This is an optimization exercise on Yosys and OpenROAD, whose aim is small area, a short achievable clock period and few clock cycles, not a production implementation. The RTL was checked by simulation tests, not by an equivalence proof against the original design. Power is estimated from default activity; no workload was simulated.

==> flow/design.v (excerpt) <==
module tx_duration #(
	parameter int INV_W = 16
) (
	input  wire logic                 clk,
	input  wire logic                 arst_n,
	input  wire logic                 start,
	input  dur_pkg::dur_kind_t            dur_kind,
	input  dur_pkg::rate_code_t           data_rate,
	input  dur_pkg::resp_len_t            resp_len,
	input  dur_pkg::frame_len_t           next_len,
	input  wire logic                 long_pre,
	input  wire logic [dur_pkg::NUM_RATES-1:0] basic_rate_set,
	input  dur_pkg::dur_t                 sifs,
	output logic                      tab_en,
	output dur_pkg::rate_idx_t                 tab_addr,
	input  wire logic [INV_W-1:0]     tab_data,
	output logic                      dur_valid,
	output dur_pkg::dur_t                      dur,
	output dur_pkg::rate_idx_t                 resp_rate
);
	dur_pkg::rate_idx_t data_idx;
	dur_pkg::rate_idx_t resp_idx;
	logic s_rd;    
	logic s_d1;    
	logic ofdm_q, both_q;
	logic idle;
	logic has_resp, has_next, both, go;
	logic is_ofdm;
	dur_pkg::frame_len_t nxt_len;
	logic [15:0] nbits;
	logic [17:3] nbn_q;
	logic [1:0] shamt;
	logic [15:0] lomask;
	logic [23:0] kadd, prod;
	dur_pkg::dur_t acc, cst, part, triple, sum;
	assign data_idx = dur_pkg::rate_code_to_index(data_rate);
	basic_rate_sel sel0 (
		.data_idx(data_idx), .basic_rate_set(basic_rate_set), .resp_idx(resp_idx)
	);
	assign has_resp = |resp_len;
	assign has_next = |next_len;
  ...
Size: ~850 cells after synthesis, ~0.0083 mm² of cells after synthesis.
export LEC_CHECK = 0
export CAP_MARGIN = 20
export CORE_MARGIN = 2
export CORE_UTILIZATION = 40
export CTS_BUF_LIST = sky130_fd_sc_hd__clkbuf_8
export GPL_TIMING_DRIVEN = 0
export SETUP_SLACK_MARGIN = 0.3
export SLEW_MARGIN = 20
export SYNTH_HIERARCHICAL = 1
export SYNTH_MINIMUM_KEEP_SIZE = 0
create_clock -name core_clock -period 9.0 [get_ports {clk}]
standard.sh (not shown) runs the stock make flow with config.mk's settings and CLKGATE_MAP_FILE= SYNTH_SCRIPT=/design/flow/synth_recipe.tcl, a recipe that flattens the netlist after the stock synthesis.
==> flow/flow/run.sh <==
#!/bin/bash
# The standard ORFS layout (the standard.sh, all steps), with the port
# buffers made of the smallest buffer cell instead of ORFS's default pick.
set -e
export BUFFER_PORTS_ARGS="-buffer_cell sky130_fd_sc_hd__buf_1"
bash standard.sh > standard.log 2>&1
The first run finished clean.
Testbench counts at the start, summed over its fixed seeds: cycles 5,403.
Then changed:
--- a/flow/config.mk
+++ b/flow/config.mk
@@ -11,4 +11,3 @@
 export CTS_BUF_LIST = sky130_fd_sc_hd__clkbuf_8
-export GPL_TIMING_DRIVEN = 0
-export SETUP_SLACK_MARGIN = 0.3
+export SETUP_SLACK_MARGIN = 0.35
 export SLEW_MARGIN = 20
Result:
- fmax went up by 1.9%
- global-route usage went down by 0.92 points
- core utilization went down by 0.94 points
- synthesized area stays the same
- power went down by 2.8%
- register-to-register slack loses 0.02 ns
- worst setup slack gains 0.16 ns
- hold slack loses 0.016 ns
- sequential power went up by 7.9%
- count of clock-buffer cells in the layout went up by 1
- clock skew stays flat
Then changed:
--- a/flow/config.mk
+++ b/flow/config.mk
@@ -9,5 +9,4 @@
 export CORE_MARGIN = 2
-export CORE_UTILIZATION = 40
+export CORE_UTILIZATION = 65
 export CTS_BUF_LIST = sky130_fd_sc_hd__clkbuf_8
-export SETUP_SLACK_MARGIN = 0.35
 export SLEW_MARGIN = 20
What happened: Sequential power fell by about 4%; global-route usage rose by 12 points; final area fell by 2.5%; fmax fell by 3.0%; total power rose by 1.8%.
Then changed:
--- a/flow/config.mk
+++ b/flow/config.mk
@@ -9,4 +9,5 @@
 export CORE_MARGIN = 2
-export CORE_UTILIZATION = 65
+export CORE_UTILIZATION = 40
 export CTS_BUF_LIST = sky130_fd_sc_hd__clkbuf_8
+export SETUP_SLACK_MARGIN = 0.2
 export SLEW_MARGIN = 20
After rerunning:
- The new run ran to the end with no violations
- setup slack improved by 0.14 ns
- power fell by about 4%
- maximum frequency grows by about 1.7%
- wire length is higher by about 1.9%
- flip-flop and latch count is unchanged
- via count drops by 2.3%
- die area goes up by about 60%
- register-to-register slack improves by 0.07 ns
- first-iteration DRC count falls by about 14%
- synthesized area is unchanged


tx_duration again, from the RTL that the note above started with.
// tx_duration
module tx_duration #(
	parameter int INV_W = 16
) (
	input  wire logic                 clk,
	input  wire logic                 arst_n,
	input  wire logic                 start,
	input  dur_pkg::dur_kind_t            dur_kind,
	input  dur_pkg::rate_code_t           data_rate,
	input  dur_pkg::resp_len_t            resp_len,
	input  dur_pkg::frame_len_t           next_len,
	input  wire logic                 long_pre,
	input  wire logic [dur_pkg::NUM_RATES-1:0] basic_rate_set,
	input  dur_pkg::dur_t                 sifs,
	output logic                      tab_en,
	output dur_pkg::rate_idx_t                 tab_addr,
	input  wire logic [INV_W-1:0]     tab_data,
	output logic                      dur_valid,
	output dur_pkg::dur_t                      dur,
	output dur_pkg::rate_idx_t                 resp_rate
);
Settings: LEC_CHECK=0, CAP_MARGIN=20, CORE_MARGIN=2, CORE_UTILIZATION=40, CTS_BUF_LIST=sky130_fd_sc_hd__clkbuf_8, SETUP_SLACK_MARGIN=0.6, SLEW_MARGIN=20, SYNTH_HIERARCHICAL=1, SYNTH_MINIMUM_KEEP_SIZE=0; clock period 9.0 ns.
Scripts as last shown in full above: flow/flow/run.sh
Testbench counts at the start, summed over its fixed seeds: cycles 5,403.
Next try:
--- a/flow/config.mk
+++ b/flow/config.mk
@@ -10,5 +10,4 @@
 export CORE_UTILIZATION = 40
 export CTS_BUF_LIST = sky130_fd_sc_hd__clkbuf_8
-export SETUP_SLACK_MARGIN = 0.6
 export SLEW_MARGIN = 20
 export SYNTH_HIERARCHICAL = 1
Result: The changed run finished clean; wire length drops by 0.74%; flip-flop and latch count does not change; clock power is about the same.
Next try:
--- a/flow/config.mk
+++ b/flow/config.mk
@@ -10,4 +10,5 @@
 export CORE_UTILIZATION = 40
 export CTS_BUF_LIST = sky130_fd_sc_hd__clkbuf_8
+export SETUP_SLACK_MARGIN = 0.3
 export SLEW_MARGIN = 20
 export SYNTH_HIERARCHICAL = 1
=>
- combinational power grows by about 2%
- count of clock-buffer cells in the layout does not change
- cell area is higher by 0.44%
- clock skew stays flat
Next try:
--- a/flow/config.mk
+++ b/flow/config.mk
@@ -10,5 +10,5 @@
 export CORE_UTILIZATION = 40
 export CTS_BUF_LIST = sky130_fd_sc_hd__clkbuf_8
-export SETUP_SLACK_MARGIN = 0.3
+export SETUP_SLACK_MARGIN = 0.45
 export SLEW_MARGIN = 20
 export SYNTH_HIERARCHICAL = 1
The new run finished clean. Power goes up by 7.7%. Wire length goes up by 1.4%. Die area is unchanged. Worst setup slack is better by 0.052 ns. Design area goes up by 2.3%. Clock skew is about the same.

## afterwards: timing with drivers on the ports
The flow's constraints put no driver on any port. The routed layouts listed below were extracted and timed again, unchanged, in two steps.
Step 1: set_driving_cell puts a clkbuf_16 on clk and a buf_2 on each other input, an assumption about the parent block.
Step 2 times the ports against the registers' clock, not the clock port: input delays grow and output delays shrink by t, the midpoint of the rising clock arrivals with the driver on.
Slacks: ideal / step 1 / step 2; pairs: ideal / step 1.
run	shift t [ns]	slack for setup (ns)	worst hold slack (ns)
the first run of note 1	0.327	0.370 / 0.350 / 0.350	0.650 / 0.650 / 0.650
the second run of note 1	0.328	0.534 / 0.515 / 0.515	0.634 / 0.634 / 0.634
the third run of note 1	0.314	0.273 / 0.252 / 0.252	0.647 / 0.647 / 0.647
the fourth run of note 1	0.327	0.417 / 0.395 / 0.395	0.633 / 0.633 / 0.633
the first run of note 2	0.328	0.598 / 0.576 / 0.576	0.633 / 0.633 / 0.633
the second run of note 2	0.327	0.292 / 0.270 / 0.270	0.634 / 0.634 / 0.634
the third run of note 2	0.327	0.504 / 0.483 / 0.483	0.633 / 0.633 / 0.633
the fourth run of note 2	0.327	0.556 / 0.537 / 0.537	0.634 / 0.634 / 0.634
After both steps setup and hold are still met in every run listed.
